From an optimization exercise on the open Yosys and OpenROAD flow, aimed at small area, a short achievable clock period and few clock cycles; shortcuts taken in it are not production practice. Where RTL was checked, it was by simulation tests only, not by an equivalence proof against the original. No activity file was given, so power comes from the tool's default toggle rates.

==> run H <==
Design log_record_deframer_core, start of the top module:
module log_record_deframer_core #(
    parameter int unsigned QDEPTH = 2
) (
    input  logic                          i_clk,
    input  logic                          i_rst_n,
    input  logic                          i_cfg_wr_en,
    input  logic [lrd_pkg::CFG_IDX_W-1:0] i_cfg_index,
    input  logic [31:0]                   i_cfg_wr_data,
    input  logic                          i_valid,
    output logic                          o_stall,
    input  logic                          i_func,
    input  logic [7:0]                    i_log_byte,
    output logic                          o_valid,
    input  logic                          i_stall,
    output logic [2:0]                    o_kind,
    output logic [7:0]                    o_payload_byte,
    output logic [63:0]                   o_sequence_res,
    output logic                          o_tombstone,
    output logic [31:0]                   o_key_length,
    output logic [31:0]                   o_value_length,
    output logic                          o_last
);
    logic [31:0] r_magic_cfg, r_max_key, r_max_value;
    always_ff @(posedge i_clk) begin
        if (!i_rst_n) begin
            r_magic_cfg <= lrd_pkg::RST_RECORD_MAGIC;
            r_max_key   <= lrd_pkg::RST_MAX_KEY_LEN;
            r_max_value <= lrd_pkg::RST_MAX_VALUE_LEN;
        end else if (i_cfg_wr_en) begin
            case (i_cfg_index)
                2'd0:    r_magic_cfg <= i_cfg_wr_data;
                2'd1:    r_max_key   <= i_cfg_wr_data;
                2'd2:    r_max_value <= i_cfg_wr_data;
                default: ;
            endcase
        end
    end
    logic        r_in_valid, r_in_func, r_o_stall;
    logic [7:0]  in_byte;
    logic [2:0]  r_phase;
    logic [4:0]  r_hcount;
    logic        r_magic_ok, r_gt, r_kover;
    logic [63:0] r_seq;
    logic        r_tomb;
  ...
export LEC_CHECK = 0
export CAP_MARGIN = 20
export CORE_MARGIN = 2
export CORE_UTILIZATION = 40
export CTS_CLUSTER_DIAMETER = 100
export CTS_CLUSTER_SIZE = 25
export SLEW_MARGIN = 20
create_clock -name core_clock -period 10.0 [get_ports {i_clk}]
standard.sh (not shown) runs the stock make flow with config.mk's settings and CLKGATE_MAP_FILE= SYNTH_SCRIPT=/design/flow/synth_recipe.tcl, a recipe that flattens the netlist after the stock synthesis.
==> flow/flow/run.sh <==
#!/bin/bash
# Standard layout with two changes: the port buffers are the smallest buffer cell
# (buf_1) instead of the default pick, and repair_timing aims for more setup slack than
# the flow settings allow. Every input and output port still gets its own buffer; the
# clock period and constraints are the standard flow's.
set -euo pipefail
export BUFFER_PORTS_ARGS="-buffer_cell sky130_fd_sc_hd__buf_1"
export SETUP_SLACK_MARGIN=6.0
bash standard.sh > standard_flow.log 2>&1
==> run G: changes against run H <==
--- a/flow/design.v
+++ b/flow/design.v
@@ -15,54 +15,35 @@
     localparam logic [2:0] PH_KEY    = 3'd1;
     localparam logic [2:0] PH_VALUE  = 3'd2;
     localparam logic [2:0] PH_CHECK  = 3'd3;
     localparam logic [2:0] PH_ERROR  = 3'd4;
 endpackage
 module lrd_parse (
     input  logic [31:0] i_h,
-    input  logic        i_c,
     input  logic [7:0]  i_xlo,
-    input  logic [7:0]  i_top,
-    output logic [31:0] o_h,
-    output logic        o_c
+    output logic [31:0] o_h
 );
     logic [31:0] x, t0, t1, t2, t3, t4, t5;
     logic [31:0] s1, c1, s2, c2, s3, c3, s4, c4;
-    logic [16:0] lo;
     assign x  = {i_h[31:8], i_xlo};
     assign t0 = x;
     assign t1 = x << 1;
     assign t2 = x << 4;
     assign t3 = x << 7;
     assign t4 = x << 8;
-    assign t5 = {i_top, i_c, 2'b00, i_c, 2'b00, i_c, i_c, 16'd0};
+    assign t5 = x << 24;
     assign s1 = t0 ^ t1 ^ t2;
     assign c1 = ((t0 & t1) | (t0 & t2) | (t1 & t2)) << 1;
     assign s2 = t3 ^ t4 ^ t5;
     assign c2 = ((t3 & t4) | (t3 & t5) | (t4 & t5)) << 1;
     assign s3 = s1 ^ c1 ^ s2;
     assign c3 = ((s1 & c1) | (s1 & s2) | (c1 & s2)) << 1;
     assign s4 = s3 ^ c3 ^ c2;
     assign c4 = ((s3 & c3) | (s3 & c2) | (c3 & c2)) << 1;
-    assign lo       = {1'b0, s4[15:0]} + {1'b0, c4[15:0]};
-    assign o_h[15:0]  = lo[15:0];
-    assign o_h[31:16] = s4[31:16] + c4[31:16];
-    assign o_c      = lo[16];
-endmodule
-module lrd_hash_eq (
-    input  logic [31:0] i_h,
-    input  logic        i_c,
-    input  logic [31:0] i_e,
-    output logic        o_eq
-);
-    logic [31:0] b, d, k;
-    assign b    = {15'd0, i_c, 16'd0};
-    assign d    = i_h ^ b ^ i_e;
-    assign k    = (i_h & b) | ((i_h | b) & ~i_e);
-    assign o_eq = (d == {k[30:0], 1'b0});
+    assign o_h = s4 + c4;
 endmodule
 module lrd_outq #(
     parameter int unsigned DEPTH = 3,
     parameter int unsigned W     = 12
 ) (
     input  logic         i_clk,
     input  logic         i_rst_n,
@@ -77,18 +58,16 @@
 );
     localparam int unsigned CW = $clog2(DEPTH + 1);
     logic [W-1:0]  r_slot [DEPTH];
     logic [CW-1:0] r_count, n_count, wpos;
     logic          r_full, r_empty, pop_ok;
     assign pop_ok       = i_pop && !r_empty;
     assign n_count      = r_count + CW'(i_push) - CW'(pop_ok);
-    assign o_full_next  = (i_push && !pop_ok) ? (r_count == CW'(DEPTH - 1)) :
-                          (!i_push && pop_ok) ? 1'b0 : r_full;
-    assign o_empty_next = (i_push && !pop_ok) ? 1'b0 :
-                          (!i_push && pop_ok) ? (r_count == CW'(1)) : r_empty;
+    assign o_full_next  = (n_count == CW'(DEPTH));
+    assign o_empty_next = (n_count == '0);
     assign wpos         = r_count - CW'(pop_ok);
     assign o_full       = r_full;
     assign o_empty      = r_empty;
     assign o_data       = r_slot[0];
     always_ff @(posedge i_clk) begin
         if (!i_rst_n) begin
             r_count <= '0;
@@ -161,43 +140,39 @@
     logic        check, hash_ok, chk_push;
     logic [2:0]  eph;
     logic        is_end, is_hdr, is_pay, is_key, torn, zero_torn, h24;
     logic        beat_push;
     logic [2:0]  beat_kind;
     logic        beat_last;
     logic [31:0] hash_step;
-    logic [7:0]  r_xlo, r_top, hash_lo_n, xlo_n;
-    logic        r_hc, hash_c, hash_c_n;
+    logic [7:0]  r_xlo, hash_lo_n;
     logic        hash_init, hash_run;
     logic        kzero, vzero;
     logic [7:0]  mbyte, sbyte;
     logic        gt_in, gt_new;
-    logic        r_h0, r_h3, r_h4, r_h23, r_h24, r_h1to4, r_hle3, r_hsz, r_hs0, r_h16;
-    logic        adv, rst0, hold, n_h0, n_h4, n_h24, n_h1to4;
     logic        bank_clr, bank_we, to_pay, key_to_val;
     logic [2:0]  n_phase;
     logic [4:0]  n_hcount;
     logic        n_in_valid, n_in_func;
     logic        n_check, n_hdr, n_pay, nr_n, ne_n;
     assign go      = r_in_valid && !r_o_stall;
     assign accept  = i_valid && !r_o_stall;
     assign o_stall = r_o_stall;
-    lrd_parse u_hash (.i_h(r_hash), .i_c(r_hc), .i_xlo(r_xlo), .i_top(r_top),
-                      .o_h(hash_step), .o_c(hash_c));
-    lrd_hash_eq u_eq (.i_h(r_hash), .i_c(r_hc), .i_e(r_exp), .o_eq(hash_ok));
+    lrd_parse u_hash (.i_h(r_hash), .i_xlo(r_xlo), .o_h(hash_step));
     assign check    = (r_phase == lrd_pkg::PH_CHECK);
+    assign hash_ok  = (r_hash == r_exp);
     assign chk_push = check && !q_full;
     assign eph      = check ? (hash_ok ? lrd_pkg::PH_HEADER : lrd_pkg::PH_ERROR) : r_phase;
     assign is_end    = r_in_func;
     assign is_hdr    = (eph == lrd_pkg::PH_HEADER);
     assign is_key    = (eph == lrd_pkg::PH_KEY);
     assign is_pay    = is_key || (eph == lrd_pkg::PH_VALUE);
-    assign torn      = is_pay || (is_hdr && !r_h0);
-    assign zero_torn = (r_phase == lrd_pkg::PH_HEADER) && r_h1to4;
-    assign h24       = r_h24;
+    assign torn      = is_pay || (is_hdr && r_hcount != 5'd0);
+    assign zero_torn = (r_phase == lrd_pkg::PH_HEADER) && (r_hcount != 5'd0) && (r_hcount <= 5'd4);
+    assign h24       = (r_hcount == 5'd24);
     assign kzero = (r_klen == 32'd0);
     assign vzero = (r_vlen == 32'd0);
     always_comb begin
         case (r_hcount[1:0])
             2'd0:    mbyte = r_magic_cfg[7:0];
             2'd1:    mbyte = r_magic_cfg[15:8];
             2'd2:    mbyte = r_magic_cfg[23:16];
@@ -209,15 +184,15 @@
             3'd7:    sbyte = r_max_key[23:16];
             3'd0:    sbyte = r_max_key[31:24];
             3'd1:    sbyte = r_max_value[7:0];
             3'd2:    sbyte = r_max_value[15:8];
             3'd3:    sbyte = r_max_value[23:16];
             default: sbyte = r_max_value[31:24];
         endcase
-        gt_in  = r_hs0 ? 1'b0 : r_gt;
+        gt_in  = (r_hcount == 5'd13 || r_hcount == 5'd17) ? 1'b0 : r_gt;
         gt_new = (in_byte > sbyte) || ((in_byte == sbyte) && gt_in);
     end
     assign to_pay     = is_hdr && h24 && r_magic_ok && !r_kover && !r_gt && !(kzero && vzero);
     assign key_to_val = is_key && r_rem_one && !vzero;
     always_comb begin
         beat_push = 1'b0;
         beat_kind = lrd_pkg::K_TORN;
@@ -283,58 +258,40 @@
         end
     end
     assign n_in_valid = accept || (r_in_valid && !go);
     assign n_in_func  = accept ? i_func : r_in_func;
     assign n_check    = (n_phase == lrd_pkg::PH_CHECK);
     assign n_hdr      = (n_phase == lrd_pkg::PH_HEADER);
     assign n_pay      = (n_phase == lrd_pkg::PH_KEY) || (n_phase == lrd_pkg::PH_VALUE);
-    assign adv     = go && !is_end && is_hdr && !r_h24;
-    assign rst0    = go && (is_end || (is_hdr && r_h24));
-    assign hold    = !adv && !rst0;
-    assign n_h0    = rst0 || (hold && r_h0);
-    assign n_h4    = (adv && r_h3) || (hold && r_h4);
-    assign n_h24   = (adv && r_h23) || (hold && r_h24);
-    assign n_h1to4 = (adv && r_hle3) || (hold && r_h1to4);
-    assign nr_n = n_check || n_pay || (n_hdr && (n_in_func ? !n_h0 : n_h24));
-    assign ne_n = n_hdr && (n_in_func ? n_h1to4 : n_h4);
+    assign nr_n = n_check || n_pay || (n_hdr && (n_in_func ? (n_hcount != 5'd0) : (n_hcount == 5'd24)));
+    assign ne_n = n_hdr && (n_in_func ? (n_hcount != 5'd0 && n_hcount <= 5'd4) : (n_hcount == 5'd4));
     always_ff @(posedge i_clk) begin
         if (!i_rst_n) begin
             r_in_valid <= 1'b0;
             r_o_stall  <= 1'b0;
             r_phase    <= lrd_pkg::PH_HEADER;
             r_hcount   <= '0;
-            {r_h0, r_h3, r_h4, r_h23, r_h24, r_h1to4, r_hle3, r_hsz, r_hs0, r_h16} <= 10'b1000001000;
         end else begin
             r_in_valid <= n_in_valid;
             r_o_stall  <= n_in_valid && ((nr_n && q_full_n) || (ne_n && !q_empty_n));
             r_phase    <= n_phase;
             r_hcount   <= n_hcount;
-            r_h0       <= n_h0;
-            r_h3       <= (n_hcount == 5'd3);
-            r_h4       <= n_h4;
-            r_h23      <= (n_hcount == 5'd23);
-            r_h24      <= n_h24;
-            r_h1to4    <= n_h1to4;
-            r_hle3     <= (n_hcount <= 5'd3);
-            r_hsz      <= (n_hcount >= 5'd13) && (n_hcount <= 5'd20);
-            r_hs0      <= (n_hcount == 5'd13) || (n_hcount == 5'd17);
-            r_h16      <= (n_hcount == 5'd16);
         end
     end
     always_ff @(posedge i_clk) begin
         if (accept)
             r_in_func <= i_func;
     end
     always_ff @(posedge i_clk) begin
         if (go && !is_end && is_hdr) begin
-            if (r_hle3)
-                r_magic_ok <= (r_h0 || r_magic_ok) && (in_byte == mbyte);
-            if (r_hsz)
+            if (r_hcount < 5'd4)
+                r_magic_ok <= ((r_hcount == 5'd0) || r_magic_ok) && (in_byte == mbyte);
+            if (r_hcount >= 5'd13 && r_hcount <= 5'd20)
                 r_gt <= gt_new;
-            if (r_h16)
+            if (r_hcount == 5'd16)
                 r_kover <= gt_new;
         end
     end
     assign bank_clr = go && (r_phase == lrd_pkg::PH_HEADER) &&
                       (is_end ? zero_torn : (r_hcount == 5'd4));
     assign bank_we  = r_in_valid && !is_end && (r_phase == lrd_pkg::PH_HEADER);
     always_ff @(posedge i_clk) begin
@@ -358,30 +315,23 @@
         end
     end
     assign in_byte   = r_xlo ^ r_hash[7:0];
     assign hash_init = go && !is_end && is_hdr && h24;
     assign hash_run  = go && !is_end && is_pay;
     assign hash_lo_n = hash_init ? lrd_pkg::FNV_OFFSET[7:0] :
                        hash_run  ? hash_step[7:0] : r_hash[7:0];
-    assign hash_c_n  = hash_init ? 1'b0 : hash_run ? hash_c : r_hc;
-    assign xlo_n     = i_log_byte ^ hash_lo_n;
     always_ff @(posedge i_clk) begin
-        if (accept) begin
-            r_xlo <= xlo_n;
-            r_top <= hash_c_n ? xlo_n + 8'd1 : xlo_n;
-        end
+        if (accept)
+            r_xlo <= i_log_byte ^ hash_lo_n;
     end
     always_ff @(posedge i_clk) begin
-        if (hash_init) begin
+        if (hash_init)
             r_hash <= lrd_pkg::FNV_OFFSET;
-            r_hc   <= 1'b0;
-        end else if (hash_run) begin
+        else if (hash_run)
             r_hash <= hash_step;
-            r_hc   <= hash_c;
-        end
         if (go && !is_end && to_pay) begin
             r_rem     <= kzero ? r_vlen : r_klen;
             r_rem_one <= kzero ? (r_vlen == 32'd1) : (r_klen == 32'd1);
         end else if (hash_run) begin
             if (key_to_val) begin
                 r_rem     <= r_vlen;
                 r_rem_one <= (r_vlen == 32'd1);
==> flow/flow/run.sh (replaced) <==
#!/bin/bash
# Standard layout with two changes: the port buffers are the smallest buffer cell
# (buf_1) instead of the default pick, and repair_timing aims for more setup slack than
# the flow settings allow. Every input and output port still gets its own buffer; the
# clock period and constraints are the standard flow's.
set -euo pipefail
export BUFFER_PORTS_ARGS="-buffer_cell sky130_fd_sc_hd__buf_1"
export SETUP_SLACK_MARGIN=5.8
bash standard.sh > standard_flow.log 2>&1
ABC_AREA = 1   (was default)
==> run P: changes against run H <==
--- a/flow/design.v
+++ b/flow/design.v
@@ -15,54 +15,35 @@
     localparam logic [2:0] PH_KEY    = 3'd1;
     localparam logic [2:0] PH_VALUE  = 3'd2;
     localparam logic [2:0] PH_CHECK  = 3'd3;
     localparam logic [2:0] PH_ERROR  = 3'd4;
 endpackage
 module lrd_parse (
     input  logic [31:0] i_h,
-    input  logic        i_c,
     input  logic [7:0]  i_xlo,
-    input  logic [7:0]  i_top,
-    output logic [31:0] o_h,
-    output logic        o_c
+    output logic [31:0] o_h
 );
     logic [31:0] x, t0, t1, t2, t3, t4, t5;
     logic [31:0] s1, c1, s2, c2, s3, c3, s4, c4;
-    logic [16:0] lo;
     assign x  = {i_h[31:8], i_xlo};
     assign t0 = x;
     assign t1 = x << 1;
     assign t2 = x << 4;
     assign t3 = x << 7;
     assign t4 = x << 8;
-    assign t5 = {i_top, i_c, 2'b00, i_c, 2'b00, i_c, i_c, 16'd0};
+    assign t5 = x << 24;
     assign s1 = t0 ^ t1 ^ t2;
     assign c1 = ((t0 & t1) | (t0 & t2) | (t1 & t2)) << 1;
     assign s2 = t3 ^ t4 ^ t5;
     assign c2 = ((t3 & t4) | (t3 & t5) | (t4 & t5)) << 1;
     assign s3 = s1 ^ c1 ^ s2;
     assign c3 = ((s1 & c1) | (s1 & s2) | (c1 & s2)) << 1;
     assign s4 = s3 ^ c3 ^ c2;
     assign c4 = ((s3 & c3) | (s3 & c2) | (c3 & c2)) << 1;
-    assign lo       = {1'b0, s4[15:0]} + {1'b0, c4[15:0]};
-    assign o_h[15:0]  = lo[15:0];
-    assign o_h[31:16] = s4[31:16] + c4[31:16];
-    assign o_c      = lo[16];
-endmodule
-module lrd_hash_eq (
-    input  logic [31:0] i_h,
-    input  logic        i_c,
-    input  logic [31:0] i_e,
-    output logic        o_eq
-);
-    logic [31:0] b, d, k;
-    assign b    = {15'd0, i_c, 16'd0};
-    assign d    = i_h ^ b ^ i_e;
-    assign k    = (i_h & b) | ((i_h | b) & ~i_e);
-    assign o_eq = (d == {k[30:0], 1'b0});
+    assign o_h = s4 + c4;
 endmodule
 module lrd_outq #(
     parameter int unsigned DEPTH = 3,
     parameter int unsigned W     = 12
 ) (
     input  logic         i_clk,
     input  logic         i_rst_n,
@@ -77,18 +58,16 @@
 );
     localparam int unsigned CW = $clog2(DEPTH + 1);
     logic [W-1:0]  r_slot [DEPTH];
     logic [CW-1:0] r_count, n_count, wpos;
     logic          r_full, r_empty, pop_ok;
     assign pop_ok       = i_pop && !r_empty;
     assign n_count      = r_count + CW'(i_push) - CW'(pop_ok);
-    assign o_full_next  = (i_push && !pop_ok) ? (r_count == CW'(DEPTH - 1)) :
-                          (!i_push && pop_ok) ? 1'b0 : r_full;
-    assign o_empty_next = (i_push && !pop_ok) ? 1'b0 :
-                          (!i_push && pop_ok) ? (r_count == CW'(1)) : r_empty;
+    assign o_full_next  = (n_count == CW'(DEPTH));
+    assign o_empty_next = (n_count == '0);
     assign wpos         = r_count - CW'(pop_ok);
     assign o_full       = r_full;
     assign o_empty      = r_empty;
     assign o_data       = r_slot[0];
     always_ff @(posedge i_clk) begin
         if (!i_rst_n) begin
             r_count <= '0;
@@ -161,43 +140,39 @@
     logic        check, hash_ok, chk_push;
     logic [2:0]  eph;
     logic        is_end, is_hdr, is_pay, is_key, torn, zero_torn, h24;
     logic        beat_push;
     logic [2:0]  beat_kind;
     logic        beat_last;
     logic [31:0] hash_step;
-    logic [7:0]  r_xlo, r_top, hash_lo_n, xlo_n;
-    logic        r_hc, hash_c, hash_c_n;
+    logic [7:0]  r_xlo, hash_lo_n;
     logic        hash_init, hash_run;
     logic        kzero, vzero;
     logic [7:0]  mbyte, sbyte;
     logic        gt_in, gt_new;
-    logic        r_h0, r_h3, r_h4, r_h23, r_h24, r_h1to4, r_hle3, r_hsz, r_hs0, r_h16;
-    logic        adv, rst0, hold, n_h0, n_h4, n_h24, n_h1to4;
     logic        bank_clr, bank_we, to_pay, key_to_val;
     logic [2:0]  n_phase;
     logic [4:0]  n_hcount;
     logic        n_in_valid, n_in_func;
     logic        n_check, n_hdr, n_pay, nr_n, ne_n;
     assign go      = r_in_valid && !r_o_stall;
     assign accept  = i_valid && !r_o_stall;
     assign o_stall = r_o_stall;
-    lrd_parse u_hash (.i_h(r_hash), .i_c(r_hc), .i_xlo(r_xlo), .i_top(r_top),
-                      .o_h(hash_step), .o_c(hash_c));
-    lrd_hash_eq u_eq (.i_h(r_hash), .i_c(r_hc), .i_e(r_exp), .o_eq(hash_ok));
+    lrd_parse u_hash (.i_h(r_hash), .i_xlo(r_xlo), .o_h(hash_step));
     assign check    = (r_phase == lrd_pkg::PH_CHECK);
+    assign hash_ok  = (r_hash == r_exp);
     assign chk_push = check && !q_full;
     assign eph      = check ? (hash_ok ? lrd_pkg::PH_HEADER : lrd_pkg::PH_ERROR) : r_phase;
     assign is_end    = r_in_func;
     assign is_hdr    = (eph == lrd_pkg::PH_HEADER);
     assign is_key    = (eph == lrd_pkg::PH_KEY);
     assign is_pay    = is_key || (eph == lrd_pkg::PH_VALUE);
-    assign torn      = is_pay || (is_hdr && !r_h0);
-    assign zero_torn = (r_phase == lrd_pkg::PH_HEADER) && r_h1to4;
-    assign h24       = r_h24;
+    assign torn      = is_pay || (is_hdr && r_hcount != 5'd0);
+    assign zero_torn = (r_phase == lrd_pkg::PH_HEADER) && (r_hcount != 5'd0) && (r_hcount <= 5'd4);
+    assign h24       = (r_hcount == 5'd24);
     assign kzero = (r_klen == 32'd0);
     assign vzero = (r_vlen == 32'd0);
     always_comb begin
         case (r_hcount[1:0])
             2'd0:    mbyte = r_magic_cfg[7:0];
             2'd1:    mbyte = r_magic_cfg[15:8];
             2'd2:    mbyte = r_magic_cfg[23:16];
@@ -209,15 +184,15 @@
             3'd7:    sbyte = r_max_key[23:16];
             3'd0:    sbyte = r_max_key[31:24];
             3'd1:    sbyte = r_max_value[7:0];
             3'd2:    sbyte = r_max_value[15:8];
             3'd3:    sbyte = r_max_value[23:16];
             default: sbyte = r_max_value[31:24];
         endcase
-        gt_in  = r_hs0 ? 1'b0 : r_gt;
+        gt_in  = (r_hcount == 5'd13 || r_hcount == 5'd17) ? 1'b0 : r_gt;
         gt_new = (in_byte > sbyte) || ((in_byte == sbyte) && gt_in);
     end
     assign to_pay     = is_hdr && h24 && r_magic_ok && !r_kover && !r_gt && !(kzero && vzero);
     assign key_to_val = is_key && r_rem_one && !vzero;
     always_comb begin
         beat_push = 1'b0;
         beat_kind = lrd_pkg::K_TORN;
@@ -283,58 +258,40 @@
         end
     end
     assign n_in_valid = accept || (r_in_valid && !go);
     assign n_in_func  = accept ? i_func : r_in_func;
     assign n_check    = (n_phase == lrd_pkg::PH_CHECK);
     assign n_hdr      = (n_phase == lrd_pkg::PH_HEADER);
     assign n_pay      = (n_phase == lrd_pkg::PH_KEY) || (n_phase == lrd_pkg::PH_VALUE);
-    assign adv     = go && !is_end && is_hdr && !r_h24;
-    assign rst0    = go && (is_end || (is_hdr && r_h24));
-    assign hold    = !adv && !rst0;
-    assign n_h0    = rst0 || (hold && r_h0);
-    assign n_h4    = (adv && r_h3) || (hold && r_h4);
-    assign n_h24   = (adv && r_h23) || (hold && r_h24);
-    assign n_h1to4 = (adv && r_hle3) || (hold && r_h1to4);
-    assign nr_n = n_check || n_pay || (n_hdr && (n_in_func ? !n_h0 : n_h24));
-    assign ne_n = n_hdr && (n_in_func ? n_h1to4 : n_h4);
+    assign nr_n = n_check || n_pay || (n_hdr && (n_in_func ? (n_hcount != 5'd0) : (n_hcount == 5'd24)));
+    assign ne_n = n_hdr && (n_in_func ? (n_hcount != 5'd0 && n_hcount <= 5'd4) : (n_hcount == 5'd4));
     always_ff @(posedge i_clk) begin
         if (!i_rst_n) begin
             r_in_valid <= 1'b0;
             r_o_stall  <= 1'b0;
             r_phase    <= lrd_pkg::PH_HEADER;
             r_hcount   <= '0;
-            {r_h0, r_h3, r_h4, r_h23, r_h24, r_h1to4, r_hle3, r_hsz, r_hs0, r_h16} <= 10'b1000001000;
         end else begin
             r_in_valid <= n_in_valid;
             r_o_stall  <= n_in_valid && ((nr_n && q_full_n) || (ne_n && !q_empty_n));
             r_phase    <= n_phase;
             r_hcount   <= n_hcount;
-            r_h0       <= n_h0;
-            r_h3       <= (n_hcount == 5'd3);
-            r_h4       <= n_h4;
-            r_h23      <= (n_hcount == 5'd23);
-            r_h24      <= n_h24;
-            r_h1to4    <= n_h1to4;
-            r_hle3     <= (n_hcount <= 5'd3);
-            r_hsz      <= (n_hcount >= 5'd13) && (n_hcount <= 5'd20);
-            r_hs0      <= (n_hcount == 5'd13) || (n_hcount == 5'd17);
-            r_h16      <= (n_hcount == 5'd16);
         end
     end
     always_ff @(posedge i_clk) begin
         if (accept)
             r_in_func <= i_func;
     end
     always_ff @(posedge i_clk) begin
         if (go && !is_end && is_hdr) begin
-            if (r_hle3)
-                r_magic_ok <= (r_h0 || r_magic_ok) && (in_byte == mbyte);
-            if (r_hsz)
+            if (r_hcount < 5'd4)
+                r_magic_ok <= ((r_hcount == 5'd0) || r_magic_ok) && (in_byte == mbyte);
+            if (r_hcount >= 5'd13 && r_hcount <= 5'd20)
                 r_gt <= gt_new;
-            if (r_h16)
+            if (r_hcount == 5'd16)
                 r_kover <= gt_new;
         end
     end
     assign bank_clr = go && (r_phase == lrd_pkg::PH_HEADER) &&
                       (is_end ? zero_torn : (r_hcount == 5'd4));
     assign bank_we  = r_in_valid && !is_end && (r_phase == lrd_pkg::PH_HEADER);
     always_ff @(posedge i_clk) begin
@@ -358,30 +315,23 @@
         end
     end
     assign in_byte   = r_xlo ^ r_hash[7:0];
     assign hash_init = go && !is_end && is_hdr && h24;
     assign hash_run  = go && !is_end && is_pay;
     assign hash_lo_n = hash_init ? lrd_pkg::FNV_OFFSET[7:0] :
                        hash_run  ? hash_step[7:0] : r_hash[7:0];
-    assign hash_c_n  = hash_init ? 1'b0 : hash_run ? hash_c : r_hc;
-    assign xlo_n     = i_log_byte ^ hash_lo_n;
     always_ff @(posedge i_clk) begin
-        if (accept) begin
-            r_xlo <= xlo_n;
-            r_top <= hash_c_n ? xlo_n + 8'd1 : xlo_n;
-        end
+        if (accept)
+            r_xlo <= i_log_byte ^ hash_lo_n;
     end
     always_ff @(posedge i_clk) begin
-        if (hash_init) begin
+        if (hash_init)
             r_hash <= lrd_pkg::FNV_OFFSET;
-            r_hc   <= 1'b0;
-        end else if (hash_run) begin
+        else if (hash_run)
             r_hash <= hash_step;
-            r_hc   <= hash_c;
-        end
         if (go && !is_end && to_pay) begin
             r_rem     <= kzero ? r_vlen : r_klen;
             r_rem_one <= kzero ? (r_vlen == 32'd1) : (r_klen == 32'd1);
         end else if (hash_run) begin
             if (key_to_val) begin
                 r_rem     <= r_vlen;
                 r_rem_one <= (r_vlen == 32'd1);
ABC_AREA = 1   (was default)
==> notes <==
Combinational power: run G is smaller than run P (about 9%). The highest clock skew belongs to run H, the lowest to run P. Cell area: run G < run P < run H. Total power: run H > run P > run G. Critical path depth, highest first: run P, run G, run H.
Testbench counts of run G, summed over its fixed seeds: cycles 22,746.
Testbench counts of run P, summed over its fixed seeds: cycles 22,746.
Function not checked in run H: the RTL went through the layout flow alone.

what the ideal ports hide:
Ports are ideal in the flow. The routed layouts listed here were re-timed in OpenROAD. Step 1, drivers: a clkbuf_16 drives i_clk and a buf_2 each remaining input, both assumed. Step 2 also shifts input and output timing later by t, the mid clock arrival at the registers, as if the neighbouring blocks saw the same clock. Three values: no drivers, after step 1, after step 2; two values: the first two.
| run | t (ns) | setup WS [ns] | worst register clock-pin slew, ns |
|---|---|---|---|
| run H | 0.608 | 5.825 / 5.825 / 5.774 | 0.11 / 0.11 |
| run G | 0.602 | 6.024 / 6.024 / 5.960 | 0.11 / 0.11 |
| run P | 0.602 | 6.107 / 6.107 / 5.951 | 0.11 / 0.11 |
After both steps every run listed still meets setup and hold. For run P, which loses most, drivers alone change the setup slack by 0.000 ns; drivers and shift together by -0.156 ns.
